Context: an optimization exercise on an open-source flow, tuned for small area. The choices shown serve that exercise and are no tape-out recipe.
The RTL was checked by simulation tests, not by an equivalence proof against the original design.
Power figures rest on the tool's default switching activity, not on a simulated workload.

==> flow/config.mk <==
export PLATFORM = sky130hd
export DESIGN_NAME = imu_tilt_and_gyro_rate_core
export DESIGN_NICKNAME = imu_tilt_and_gyro_rate_core
export VERILOG_FILES = /design/flow/design.v
export SDC_FILE = /design/flow/constraint.sdc
export NUM_CORES = 4
export LEC_CHECK = 0
export CAP_MARGIN = 20
export CORE_MARGIN = 2
export CORE_UTILIZATION = 40
export SLEW_MARGIN = 20
==> flow/constraint.sdc <==
create_clock -name core_clock -period 11.0 [get_ports {clk}]
set_input_delay 2.2000 -clock core_clock [delete_from_list [all_inputs] [get_ports {clk}]]
set_output_delay 2.2000 -clock core_clock [all_outputs]
set_load 0.01 [all_outputs]
==> flow/design.v <==
`default_nettype none
package itgr_pkg;
    localparam int CORDIC_STEPS   = 16;
    localparam int BIAS_FRAC_BITS = 4;
    localparam int ANG_FRAC  = 20;
    localparam int IN_SCALE  = 8;
    localparam int TAB_IDX_W = 5;
    localparam int STEP_W    = $clog2(CORDIC_STEPS);
    localparam int CW        = 28;    
    localparam int ZW        = 32;    
    localparam int ANG_W     = 17;    
    localparam int SW        = 24;    
    localparam int BIAS_W    = 17 + BIAS_FRAC_BITS;
    localparam int DIFF_W    = BIAS_W + 1;
    localparam int PROD_W    = DIFF_W + 11;
    localparam int DIVN_W    = SW + BIAS_FRAC_BITS;
    localparam int DIVC_W    = $clog2(DIVN_W);
    localparam int RATE_HALF = (BIAS_FRAC_BITS == 0) ? 0 : (1 << (BIAS_FRAC_BITS - 1));
    localparam int RATE_W    = 24;
    localparam int SQ_W      = 48;
    localparam logic [1:0] CFG_CALIB_SAMPLES = 2'd0;
    localparam logic [1:0] CFG_GYRO_GAIN     = 2'd1;
    typedef enum logic [1:0] {
        REQ_CALIB = 2'd0,
        REQ_MEAS  = 2'd1,
        REQ_CLEAR = 2'd2
    } req_t;
    typedef enum logic [2:0] {
        ST_SUMMED   = 3'd0,
        ST_CAL_DONE = 3'd1,
        ST_MEAS     = 3'd2,
        ST_CLEARED  = 3'd3,
        ST_IGNORED  = 3'd4
    } status_t;
    typedef enum logic [3:0] {
        S_IDLE,
        S_CAL_LOAD,
        S_CAL_DIV,
        S_SQ,
        S_SQRT,
        S_ROLL_GO,
        S_ROLL_WAIT,
        S_PITCH_GO,
        S_PITCH_WAIT,
        S_RATE,
        S_FINISH
    } fsm_t;
    typedef enum logic [1:0] {
        C_IDLE,
        C_ITER,
        C_SCALE,
        C_DONE
    } cor_state_t;
endpackage
`default_nettype wire
`default_nettype none
import itgr_pkg::*;
module itgr_cordic (
    input  wire logic                               clk,
    input  wire logic                               rst_n,
    input  wire logic                               start,
    input  wire logic signed [itgr_pkg::CW-1:0]     y_in,
    input  wire logic signed [itgr_pkg::CW-1:0]     x_in,
    output logic                                    done,
    output logic signed [itgr_pkg::ANG_W-1:0]       angle
);
    itgr_pkg::cor_state_t               state_reg, state_next;
    logic [STEP_W-1:0]        step_reg;
    logic signed [CW-1:0]     x_reg, y_reg;
    logic signed [ZW-1:0]     z_reg;
    logic signed [ANG_W-1:0]  angle_reg;
    logic                     special;
    logic signed [CW-1:0]     dx, dy;
    logic signed [ZW-1:0]     tab_val;
    logic [25:0]              tab_raw;
    logic signed [39:0]       zl, prod;
    logic [39:0]              pmag, q;
    assign special = (y_in == '0) || (x_in == '0);
    assign dx      = x_reg >>> step_reg;
    assign dy      = y_reg >>> step_reg;
    always_comb
    begin
        unique case (step_reg)
            4'd0:   tab_raw = 26'd47185920;
            4'd1:   tab_raw = 26'd27855475;
            4'd2:   tab_raw = 26'd14718068;
            4'd3:   tab_raw = 26'd7471121;
            4'd4:   tab_raw = 26'd3750058;
            4'd5:   tab_raw = 26'd1876857;
            4'd6:   tab_raw = 26'd938658;
            4'd7:   tab_raw = 26'd469357;
            4'd8:   tab_raw = 26'd234682;
            4'd9:   tab_raw = 26'd117342;
            4'd10:  tab_raw = 26'd58671;
            4'd11:  tab_raw = 26'd29335;
            4'd12:  tab_raw = 26'd14668;
            4'd13:  tab_raw = 26'd7334;
            4'd14:  tab_raw = 26'd3667;
            4'd15:  tab_raw = 26'd1833;
            default: tab_raw = 26'd0;
        endcase
    end
    assign tab_val = $signed(ZW'(tab_raw));
    assign zl   = {{(40-ZW){z_reg[ZW-1]}}, z_reg};
    assign prod = (zl <<< 6) + (zl <<< 5) + (zl <<< 2);
    assign pmag = prod[39] ? 40'(-prod) : 40'(prod);
    assign q    = (pmag + (40'd1 << (ANG_FRAC - 1))) >> ANG_FRAC;
    always_comb
    begin
        state_next = state_reg;
        unique case (state_reg)
            C_IDLE:
            begin
                if (start)
                    state_next = special ? C_DONE : C_ITER;
            end
            C_ITER:
            begin
                if (step_reg == STEP_W'(CORDIC_STEPS - 1))
                    state_next = C_SCALE;
            end
            C_SCALE: state_next = C_DONE;
            C_DONE:  state_next = C_IDLE;
            default: state_next = C_IDLE;
        endcase
    end
    always_comb
    begin
        done = (state_reg == C_DONE);
    end
    assign angle = angle_reg;
    always_ff @(posedge clk or negedge rst_n)
    begin
        if (!rst_n)
            state_reg <= C_IDLE;
        else
            state_reg <= state_next;
    end
    always_ff @(posedge clk)
    begin
        unique case (state_reg)
            C_IDLE:
            begin
                if (start)
                begin
                    step_reg <= '0;
                    if (y_in == '0)
                        angle_reg <= (x_in < 0) ? ANG_W'(18000) : '0;
                    else if (x_in == '0)
                        angle_reg <= (y_in > 0) ? ANG_W'(9000) : ANG_W'(-9000);
                    else if (x_in < 0)
                    begin
                        z_reg <= (y_in > 0) ? (ZW'(180) <<< ANG_FRAC)
                                            : -(ZW'(180) <<< ANG_FRAC);
                        x_reg <= -x_in;
                        y_reg <= -y_in;
                    end
                    else
                    begin
                        z_reg <= '0;
                        x_reg <= x_in;
                        y_reg <= y_in;
                    end
                end
            end
            C_ITER:
            begin
                step_reg <= step_reg + 1'b1;
                if (y_reg > 0)
                begin
                    x_reg <= x_reg + dy;
                    y_reg <= y_reg - dx;
                    z_reg <= z_reg + tab_val;
                end
                else
                begin
                    x_reg <= x_reg - dy;
                    y_reg <= y_reg + dx;
                    z_reg <= z_reg - tab_val;
                end
            end
            C_SCALE:
            begin
                angle_reg <= prod[39] ? -$signed(ANG_W'(q)) : $signed(ANG_W'(q));
            end
            default:
            begin
            end
        endcase
    end
endmodule
`default_nettype wire
`default_nettype none
import itgr_pkg::*;
module imu_tilt_and_gyro_rate_core (
    input  wire logic         clk,
    input  wire logic         rst_n,
    input  wire logic         s_tvalid,
    output logic              s_tready,
    input  wire logic [95:0]  s_tdata,
    input  wire logic [1:0]   s_tuser,
    output logic              m_tvalid,
    input  wire logic         m_tready,
    output logic [103:0]      m_tdata,
    output logic [2:0]        m_tuser,
    input  wire logic         cfg_valid,
    output logic              cfg_ready,
    input  wire logic [1:0]   cfg_index,
    input  wire logic [9:0]   cfg_data
);
    itgr_pkg::fsm_t                     state_reg, state_next;
    logic [7:0]               calib_samples_reg;
    logic [9:0]               gain_reg;
    logic signed [SW-1:0]     sum_reg [3];
    logic signed [BIAS_W-1:0] bias_reg [3];
    logic [7:0]               count_reg;
    logic                     cal_flag_reg;
    logic [1:0]               axis_reg;
    logic                     phase_reg;
    logic [DIVC_W-1:0]        div_cnt_reg;
    logic                     m_tvalid_reg;
    logic signed [15:0]       ax_reg, ay_reg, az_reg;
    logic signed [15:0]       gyro_reg [3];
    logic [DIVN_W-1:0]        div_num_reg;
    logic [7:0]               div_rem_reg;
    logic                     div_neg_reg;
    logic [31:0]              sq_acc_reg;
    logic [SQ_W-1:0]          sqrt_v_reg, sqrt_res_reg, sqrt_bit_reg;
    logic signed [PROD_W-1:0] prod_reg;
    logic signed [15:0]       roll_reg;
    logic signed [14:0]       pitch_reg;
    logic signed [RATE_W-1:0] rate_reg [3];
    itgr_pkg::status_t                  status_reg;
    logic [103:0]             out_data_reg;
    logic [2:0]               out_user_reg;
    logic signed [15:0]       in_ax, in_ay, in_az;
    logic signed [15:0]       in_g [3];
    logic                     in_fire, load_out, cor_start, cor_done;
    logic [7:0]               target;
    logic signed [CW-1:0]     cor_y, cor_x;
    logic signed [ANG_W-1:0]  cor_angle;
    logic                     div_last;
    logic [8:0]               div_shift;
    logic                     div_qbit;
    logic [DIVN_W-1:0]        div_num_next;
    logic signed [DIVN_W-1:0] div_n;
    logic [SQ_W-1:0]          sqrt_try;
    logic signed [DIFF_W-1:0] rate_diff;
    logic [PROD_W-1:0]        rate_mag, rate_q;
    logic signed [RATE_W-1:0] rate_fix;
    logic signed [ANG_W-1:0]  roll_cl, pitch_cl;
    assign in_ax   = s_tdata[15:0];
    assign in_ay   = s_tdata[31:16];
    assign in_az   = s_tdata[47:32];
    assign in_g[0] = s_tdata[63:48];
    assign in_g[1] = s_tdata[79:64];
    assign in_g[2] = s_tdata[95:80];
    assign target    = (calib_samples_reg == 8'd0) ? 8'd1 : calib_samples_reg;
    assign in_fire   = s_tvalid && s_tready;
    assign cfg_ready = 1'b1;
    assign div_shift    = {div_rem_reg, div_num_reg[DIVN_W-1]};
    assign div_qbit     = (div_shift >= {1'b0, target});
    assign div_num_next = {div_num_reg[DIVN_W-2:0], div_qbit};
    assign div_last     = (div_cnt_reg == DIVC_W'(DIVN_W - 1));
    assign div_n        = $signed({{(DIVN_W-SW){sum_reg[axis_reg][SW-1]}}, sum_reg[axis_reg]})
                          <<< BIAS_FRAC_BITS;
    assign sqrt_try = sqrt_res_reg + sqrt_bit_reg;
    assign rate_diff = ($signed(DIFF_W'(gyro_reg[axis_reg])) <<< BIAS_FRAC_BITS)
                       - $signed(DIFF_W'(bias_reg[axis_reg]));
    assign rate_mag  = prod_reg[PROD_W-1] ? PROD_W'(-prod_reg) : PROD_W'(prod_reg);
    assign rate_q    = (rate_mag + PROD_W'(RATE_HALF)) >> BIAS_FRAC_BITS;
    always_comb
    begin
        if (!prod_reg[PROD_W-1] && rate_q > PROD_W'(8388607))
            rate_fix = RATE_W'(8388607);
        else if (prod_reg[PROD_W-1] && rate_q > PROD_W'(8388608))
            rate_fix = -RATE_W'(8388608);
        else if (prod_reg[PROD_W-1])
            rate_fix = -$signed(RATE_W'(rate_q));
        else
            rate_fix = $signed(RATE_W'(rate_q));
    end
    always_comb
    begin
        if (cor_angle > $signed(ANG_W'(18000)))
            roll_cl = $signed(ANG_W'(18000));
        else if (cor_angle < $signed(ANG_W'(-18000)))
            roll_cl = $signed(ANG_W'(-18000));
        else
            roll_cl = cor_angle;
        if (cor_angle > $signed(ANG_W'(9000)))
            pitch_cl = $signed(ANG_W'(9000));
        else if (cor_angle < $signed(ANG_W'(-9000)))
            pitch_cl = $signed(ANG_W'(-9000));
        else
            pitch_cl = cor_angle;
    end
    always_comb
    begin
        if (state_reg == S_ROLL_GO)
        begin
            cor_y = CW'(ay_reg) <<< IN_SCALE;
            cor_x = CW'(az_reg) <<< IN_SCALE;
        end
        else
        begin
            cor_y = -(CW'(ax_reg) <<< IN_SCALE);
            cor_x = $signed(CW'(sqrt_res_reg[23:0]));
        end
    end
    itgr_cordic u_cordic (
        .clk   (clk),
        .rst_n (rst_n),
        .start (cor_start),
        .y_in  (cor_y),
        .x_in  (cor_x),
        .done  (cor_done),
        .angle (cor_angle)
    );
    always_comb
    begin
        state_next = state_reg;
        unique case (state_reg)
            S_IDLE:
            begin
                if (s_tvalid)
                begin
                    priority case (s_tuser)
                        REQ_CALIB:
                        begin
                            if (count_reg < target && count_reg + 8'd1 == target)
                                state_next = S_CAL_LOAD;
                            else
                                state_next = S_FINISH;
                        end
                        REQ_MEAS: state_next = S_SQ;
                        default:  state_next = S_FINISH;
                    endcase
                end
            end
            S_CAL_LOAD: state_next = S_CAL_DIV;
            S_CAL_DIV:
            begin
                if (div_last)
                    state_next = (axis_reg == 2'd2) ? S_FINISH : S_CAL_LOAD;
            end
            S_SQ:
            begin
                if (phase_reg)
                    state_next = S_SQRT;
            end
            S_SQRT:
            begin
                if (sqrt_bit_reg == SQ_W'(1))
                    state_next = S_ROLL_GO;
            end
            S_ROLL_GO: state_next = S_ROLL_WAIT;
            S_ROLL_WAIT:
            begin
                if (cor_done)
                    state_next = S_PITCH_GO;
            end
            S_PITCH_GO: state_next = S_PITCH_WAIT;
            S_PITCH_WAIT:
            begin
                if (cor_done)
                    state_next = S_RATE;
            end
            S_RATE:
            begin
                if (phase_reg && axis_reg == 2'd2)
                    state_next = S_FINISH;
            end
            S_FINISH:
            begin
                if (!m_tvalid_reg || m_tready)
                    state_next = S_IDLE;
            end
            default: state_next = S_IDLE;
        endcase
    end
    always_comb
    begin
        s_tready  = (state_reg == S_IDLE);
        cor_start = (state_reg == S_ROLL_GO) || (state_reg == S_PITCH_GO);
        load_out  = (state_reg == S_FINISH) && (!m_tvalid_reg || m_tready);
    end
    assign m_tvalid = m_tvalid_reg;
    assign m_tdata  = out_data_reg;
    assign m_tuser  = out_user_reg;
    always_ff @(posedge clk or negedge rst_n)
    begin
        if (!rst_n)
        begin
            state_reg         <= S_IDLE;
            calib_samples_reg <= 8'd60;
            gain_reg          <= 10'd70;
            for (int a = 0; a < 3; a++)
            begin
                sum_reg[a]  <= '0;
                bias_reg[a] <= '0;
            end
            count_reg    <= '0;
            cal_flag_reg <= 1'b0;
            axis_reg     <= '0;
            phase_reg    <= 1'b0;
            div_cnt_reg  <= '0;
            m_tvalid_reg <= 1'b0;
        end
        else
        begin
            state_reg <= state_next;
            if (cfg_valid && cfg_ready)
            begin
                if (cfg_index == CFG_CALIB_SAMPLES)
                    calib_samples_reg <= cfg_data[7:0];
                else if (cfg_index == CFG_GYRO_GAIN)
                    gain_reg <= cfg_data;
            end
            if (load_out)
                m_tvalid_reg <= 1'b1;
            else if (m_tready)
                m_tvalid_reg <= 1'b0;
            unique case (state_reg)
                S_IDLE:
                begin
                    axis_reg  <= '0;
                    phase_reg <= 1'b0;
                    if (in_fire && s_tuser == REQ_CALIB && count_reg < target)
                    begin
                        for (int a = 0; a < 3; a++)
                            sum_reg[a] <= sum_reg[a] + SW'(in_g[a]);
                        count_reg <= count_reg + 8'd1;
                    end
                    else if (in_fire && s_tuser == REQ_CLEAR)
                    begin
                        for (int a = 0; a < 3; a++)
                        begin
                            sum_reg[a]  <= '0;
                            bias_reg[a] <= '0;
                        end
                        count_reg    <= '0;
                        cal_flag_reg <= 1'b0;
                    end
                end
                S_CAL_LOAD: div_cnt_reg <= '0;
                S_CAL_DIV:
                begin
                    div_cnt_reg <= div_cnt_reg + 1'b1;
                    if (div_last)
                    begin
                        bias_reg[axis_reg] <= div_neg_reg
                            ? -$signed(BIAS_W'(div_num_next))
                            : $signed(BIAS_W'(div_num_next));
                        axis_reg <= axis_reg + 2'd1;
                        if (axis_reg == 2'd2)
                            cal_flag_reg <= 1'b1;
                    end
                end
                S_SQ:     phase_reg <= ~phase_reg;
                S_RATE:
                begin
                    phase_reg <= ~phase_reg;
                    if (phase_reg)
                        axis_reg <= axis_reg + 2'd1;
                end
                default:
                begin
                end
            endcase
        end
    end
    always_ff @(posedge clk)
    begin
        if (load_out)
        begin
            out_user_reg <= status_reg;
            out_data_reg <= {cal_flag_reg, rate_reg[2], rate_reg[1], rate_reg[0],
                             pitch_reg, roll_reg};
        end
        unique case (state_reg)
            S_IDLE:
            begin
                if (in_fire)
                begin
                    ax_reg    <= in_ax;
                    ay_reg    <= in_ay;
                    az_reg    <= in_az;
                    for (int a = 0; a < 3; a++)
                    begin
                        gyro_reg[a] <= in_g[a];
                        rate_reg[a] <= '0;
                    end
                    roll_reg  <= '0;
                    pitch_reg <= '0;
                    priority case (s_tuser)
                        REQ_CALIB:
                        begin
                            if (count_reg >= target)
                                status_reg <= ST_IGNORED;
                            else if (count_reg + 8'd1 == target)
                                status_reg <= ST_CAL_DONE;
                            else
                                status_reg <= ST_SUMMED;
                        end
                        REQ_MEAS:  status_reg <= ST_MEAS;
                        REQ_CLEAR: status_reg <= ST_CLEARED;
                        default:   status_reg <= ST_IGNORED;
                    endcase
                end
            end
            S_CAL_LOAD:
            begin
                div_neg_reg <= div_n[DIVN_W-1];
                div_rem_reg <= '0;
                div_num_reg <= (div_n[DIVN_W-1] ? DIVN_W'(-div_n) : DIVN_W'(div_n))
                               + DIVN_W'(target >> 1);
            end
            S_CAL_DIV:
            begin
                div_num_reg <= div_num_next;
                div_rem_reg <= div_qbit ? 8'(div_shift - {1'b0, target}) : div_shift[7:0];
            end
            S_SQ:
            begin
                if (!phase_reg)
                    sq_acc_reg <= 32'(ay_reg * ay_reg);
                else
                begin
                    sqrt_v_reg   <= {SQ_W'(sq_acc_reg + 32'(az_reg * az_reg))} << 16;
                    sqrt_res_reg <= '0;
                    sqrt_bit_reg <= SQ_W'(1) << (SQ_W - 2);
                end
            end
            S_SQRT:
            begin
                if (sqrt_v_reg >= sqrt_try)
                begin
                    sqrt_v_reg   <= sqrt_v_reg - sqrt_try;
                    sqrt_res_reg <= (sqrt_res_reg >> 1) + sqrt_bit_reg;
                end
                else
                    sqrt_res_reg <= sqrt_res_reg >> 1;
                sqrt_bit_reg <= sqrt_bit_reg >> 2;
            end
            S_ROLL_WAIT:
            begin
                if (cor_done)
                    roll_reg <= 16'(roll_cl);
            end
            S_PITCH_WAIT:
            begin
                if (cor_done)
                    pitch_reg <= 15'(pitch_cl);
            end
            S_RATE:
            begin
                if (!phase_reg)
                    prod_reg <= PROD_W'(rate_diff * $signed({1'b0, gain_reg}));
                else
                    rate_reg[axis_reg] <= rate_fix;
            end
            default:
            begin
            end
        endcase
    end
endmodule
`default_nettype wire
==> flow/run.sh <==
#!/bin/bash
# synth_recipe.tcl (not shown) runs the flow's synth.tcl, then flattens the netlist and writes it again
# the make line also repeats each setting of config.mk as NAME=value (left out here)
make -C /OpenROAD-flow-scripts/flow DESIGN_CONFIG=/design/flow/config.mk WORK_HOME=/design/flow/orfs CLKGATE_MAP_FILE= SYNTH_SCRIPT=/design/flow/synth_recipe.tcl finish
==> impl_metrics.prom <==
# TYPE chip_impl_metric gauge
chip_impl_metric{name="core.rowCount",unit=""} 168
chip_impl_metric{name="yosysUniqueCellTypes",unit=""} 114
chip_impl_metric{name="grt-ovfl-total",unit=""} 0
chip_impl_metric{name="clock_tree.buffer_depth",unit=""} 3
chip_impl_info{name="synth_top_cell_by_area",value="edfxtp_1"} 1
chip_impl_metric{name="antenna_nets_post_route",unit=""} 0
chip_impl_metric{name="post_drt_wl_per_cell",unit="µm"} 19.03
chip_impl_info{name="critical_path.startpoint_type",value="flop"} 1
chip_impl_metric{name="core",unit="mm²"} 0.2092
chip_impl_info{name="critPathCaptureType",value="flop"} 1
chip_impl_metric{name="design.die.area",unit="mm²"} 0.2136
chip_impl_metric{name="fillCellCount",unit=""} 19782
chip_impl_metric{name="postSynth.asyncResetShare",unit="%"} 21.02
chip_impl_metric{name="cts_stage_hold_buffer_count",unit=""} 0
chip_impl_metric{name="cts_repair_resize_count",unit=""} 0
chip_impl_metric{name="cp_max_fo",unit=""} 93
chip_impl_metric{name="placed_area",unit="mm²"} 0.08931
chip_impl_metric{name="fin_skew",unit="ps"} 73.20
chip_impl_metric{name="drt-total-wl",unit="µm"} 224400
chip_impl_metric{name="maxSlewViolCount",unit=""} 0
chip_impl_metric{name="synthesis.nets",unit=""} 10265
chip_impl_metric{name="cts-buffers-inserted",unit=""} 100
chip_impl_metric{name="antenna_violations_before_repair",unit=""} 4
chip_impl_metric{name="groute.usage.overall",unit="%"} 21.10
chip_impl_metric{name="grt_pass1_wl",unit="µm"} 360400
chip_impl_info{name="post_synth_top_flop",value="edfxtp_1"} 1
chip_impl_metric{name="timing.fmax",unit="MHz"} 99.36
chip_impl_info{name="root_buffer",value="clkbuf_16"} 1
chip_impl_metric{name="layout_worst_path_cycle_share",unit="%"} 91.49
chip_impl_metric{name="multi_input_area",unit="mm²"} 0.05501
chip_impl_info{name="synth.top_cells.by_area",value="edfxtp_1 23%, fa_1 17%, ha_1 9.4%, dfrtp_1 5.1%, inv_1 4.4%"} 1
chip_impl_metric{name="finalHoldViolCount",unit=""} 0
chip_impl_metric{name="dr_wl_met2",unit="µm"} 105100
chip_impl_metric{name="number_of_drc_markers_in_iteration_0",unit=""} 4499
chip_impl_info{name="outcome",value="no timing/DRC/antenna violations"} 1
chip_impl_metric{name="post_synth.cell_area_avg",unit="µm²"} 9.553
chip_impl_metric{name="timing_worst_slew_pin_value",unit="ps"} 1093
chip_impl_metric{name="leakage",unit="nW"} 39.11
chip_impl_metric{name="route.vias.total",unit=""} 63611
chip_impl_metric{name="cts.sinks",unit=""} 842
chip_impl_metric{name="h-tree-depth",unit=""} 3
chip_impl_metric{name="peak_supply_drop",unit="µV"} 200.2
chip_impl_metric{name="die_w",unit="µm"} 462.2
chip_impl_info{name="final_common_cell",value="inv_1"} 1
chip_impl_metric{name="first_pass_iters",unit=""} 8
chip_impl_metric{name="critPathMaxStageDelay",unit="ps"} 700
chip_impl_metric{name="hpwlAfterDp",unit="µm"} 174000
chip_impl_metric{name="clkTransAtPathRegs",unit="ps"} 60
chip_impl_metric{name="ioPinCount",unit=""} 225
chip_impl_info{name="worst-setup-path-type",value="flop to flop"} 1
chip_impl_metric{name="seq_area_frac_synth",unit="%"} 28.75
chip_impl_metric{name="yosysWarnings",unit=""} 6
chip_impl_metric{name="first_global_vias",unit=""} 64987
chip_impl_metric{name="setup-tns-final",unit="ps"} 0
chip_impl_metric{name="post-synth-top-area-fraction",unit="%"} 22.85
chip_impl_info{name="rsz0062_at_grt",value="no"} 1
chip_impl_metric{name="routabilityCongestion",unit=""} 0.9001
chip_impl_metric{name="met3_wirelength",unit="µm"} 10110
chip_impl_metric{name="grt_start_max_net_pins",unit=""} 94
chip_impl_metric{name="cts_setup_buffers",unit=""} 0
chip_impl_metric{name="starting_utilization_of_the_core_area",unit="%"} 40.16
chip_impl_metric{name="worstSkewPairLatency",unit="ps"} 780
chip_impl_metric{name="fin_area",unit="mm²"} 0.09286
chip_impl_metric{name="worst-endpoint-required",unit="ps"} 11510
chip_impl_metric{name="via_per_inst",unit=""} 5.395
chip_impl_metric{name="max_slew_margin",unit="%"} 27.15
chip_impl_metric{name="total_drc_errors_in_the_routed_layout",unit=""} 0
chip_impl_metric{name="drive_above_1_share",unit="%"} 6.001
chip_impl_metric{name="dieHeight",unit="µm"} 462.2
chip_impl_metric{name="crit_arrival",unit="ps"} 10570
chip_impl_metric{name="area.sequential",unit="mm²"} 0.02415
chip_impl_info{name="dr.max_layer_used",value="met4"} 1
chip_impl_metric{name="setup_viol_count_final",unit=""} 0
chip_impl_metric{name="synth_cells",unit=""} 8792
chip_impl_metric{name="drv.max_cap_violation_count",unit=""} 0
chip_impl_metric{name="io_buffer_count",unit=""} 223
chip_impl_metric{name="number_of_synthesized_register_bits",unit=""} 842
chip_impl_info{name="layout.cells.most_common_list",value="987 x inv_1, 854 x nand2_1, 730 x fa_1, 676 x nor2_1, 639 x edfxtp_1"} 1
chip_impl_metric{name="power_density",unit="mW/mm²"} 115.0
chip_impl_metric{name="syn_to_final_growth",unit="%"} 10.56
chip_impl_info{name="cts_tree",value="yes"} 1
chip_impl_info{name="hold_path.class",value="flop to flop"} 1
chip_impl_metric{name="wl_met1",unit="µm"} 102200
chip_impl_metric{name="synth_enable_flop_cells",unit=""} 639
chip_impl_metric{name="post-route-min-period",unit="ps"} 10060
chip_impl_metric{name="finish.net_count",unit=""} 10367
chip_impl_info{name="slowest_cp_cell",value="buf_4"} 1
chip_impl_metric{name="mappedNetlistArea",unit="mm²"} 0.08399
==> worst paths after layout <==
| path | from | end | slack, ps | cells past startpoint |
|---|---|---|---|---|
| max in group asynchronous | rst_n | sum_reg[2][4]$_DFFE_PN0P_ | 7500 | 3 |
| min in group asynchronous | rst_n | gain_reg[8]$_DFFE_PN0P_ | 1400 | 1 |
| worst min register to register | roll_reg[12]$_SDFFCE_PN0P_ | out_data_reg[12]$_DFFE_PP_ | 420 | 0 |
| worst min-delay path | roll_reg[12]$_SDFFCE_PN0P_ | out_data_reg[12]$_DFFE_PP_ | 420 | 0 |
| worst max-delay path | axis_reg[1]$_DFFE_PN0P_ | prod_reg[31]$_DFFE_PP_ | 940 | 36 |
| worst max register to register | axis_reg[1]$_DFFE_PN0P_ | prod_reg[31]$_DFFE_PP_ | 940 | 36 |
==> layer usage <==
layer	vias to the layer above	track usage, %
met3	277	2.409
li1	30363	-
met1	31557	28.90
met4	0	6.742
met2	1414	34.87
met5	-	0
==> cell type report <==
cell class / instances / area share (%)
antenna: 3 / 0.008085
clock buffer: 121 / 2.970
clock inverter: 69 / 0.8004
inverter: 996 / 4.029
multi-input combinational: 6640 / 59.24
sequential: 842 / 26.00
tap: 2805 / 3.780
timing repair buffer: 314 / 3.165
==> metrics by stage <==
stage / hold WS, ps / util, % / std cells / total power, mW / setup WS [ps]
floorplan: 400.3 / - / 8792 / 6.474 / 152.8
global route: 419.0 / 44.39 / 11788 / 11.42 / 246.7
global placement: 400.3 / 42.70 / 11596 / 7.210 / 1055
CTS: 417.7 / 44.38 / 11786 / 10.81 / 967.2
detailed placement: 404.5 / 42.70 / 11596 / 7.249 / 1029
finish: 417.2 / 44.40 / 11790 / 10.68 / 935.9
==> logic make-up after synthesis <==
group	count (synthesis)	share of synthesized area (%)
AND/OR/NAND/NOR	2603	14.71
AO/OA/AOI/OAI	1787	13.43
adder cells (fa/ha/maj)	1359	26.77
buffers and inverters	1310	5.892
flip-flops	842	28.75
XOR/XNOR	695	7.273
multiplexers	195	3.169
other	1	0.004465
==> power by group <==
part	internal [mW]	leakage, nW	switching, mW
Combinational	1.48	29.3	1.89
Sequential	3.69	8.05	0.109
Clock	2.02	1.72	1.49
Total	7.18	39.1	3.49
==> critical path, delay by kind of cell (launching register included) <==
| family | cells | cell delay [ps] |
|---|---|---|
| compound gates | 13 | 3220 |
| buf+inv | 7 | 1200 |
| fa+ha+maj | 8 | 3660 |
| xor+xnor | 2 | 540 |
| flops | 1 | 360 |
| simple gates | 6 | 780 |
==> synth_stat cells (all sizes together) (17+ instances only) <==
cell type  count
o31ai         50
nand2b        66
and2         289
o21ai        490
o211ai        30
or4           19
buf           43
o22ai         17
fa           730
nand2        857
a21boi        24
a22oi         61
or2           43
a211o         19
a21o         115
dfxtp         26
ha           628
nand4         42
nor3         143
mux2          87
a21oi        487
nor3b         19
dfrtp        170
xor2         279
a2111oi       17
nand3        120
a31oi         93
nor2b         93
o21a          56
a31o          31
o21bai        65
clkbuf       271
mux2i         60
a211oi        64
nor2         680
o41ai         33
a22o          30
and3          63
xnor2        415
or3           74
inv          989
edfxtp       639
nor4          42
mux4          48

separate check: timing with driven ports:
The results above use ideal ports. As a check the final layout listed here was re-extracted and re-timed, cells and wires unchanged. Step 1 assumes that a clkbuf_16 drives the clock port and a buf_2 every other input. Step 2 moves the port delays by t, midway between the first and last clock arrival at a register: inputs arrive t later, outputs are due t later. That takes back most of the time a late clock gives input paths. Slacks: ideal / step 1 / step 2; pairs: ideal / step 1.
t (ns): 0.828
setup WS [ns]: 0.936 / 0.936 / 0.936
latest minus earliest clock arrival (ns): 0.073 / 0.073
worst slew at a driven data input, ns: 0.08
pins driven straight from the clock port: 1
After both steps setup and hold are still met in this run. The setup slack of this run moves by 0.000 ns with the drivers and by 0.000 ns with both steps.
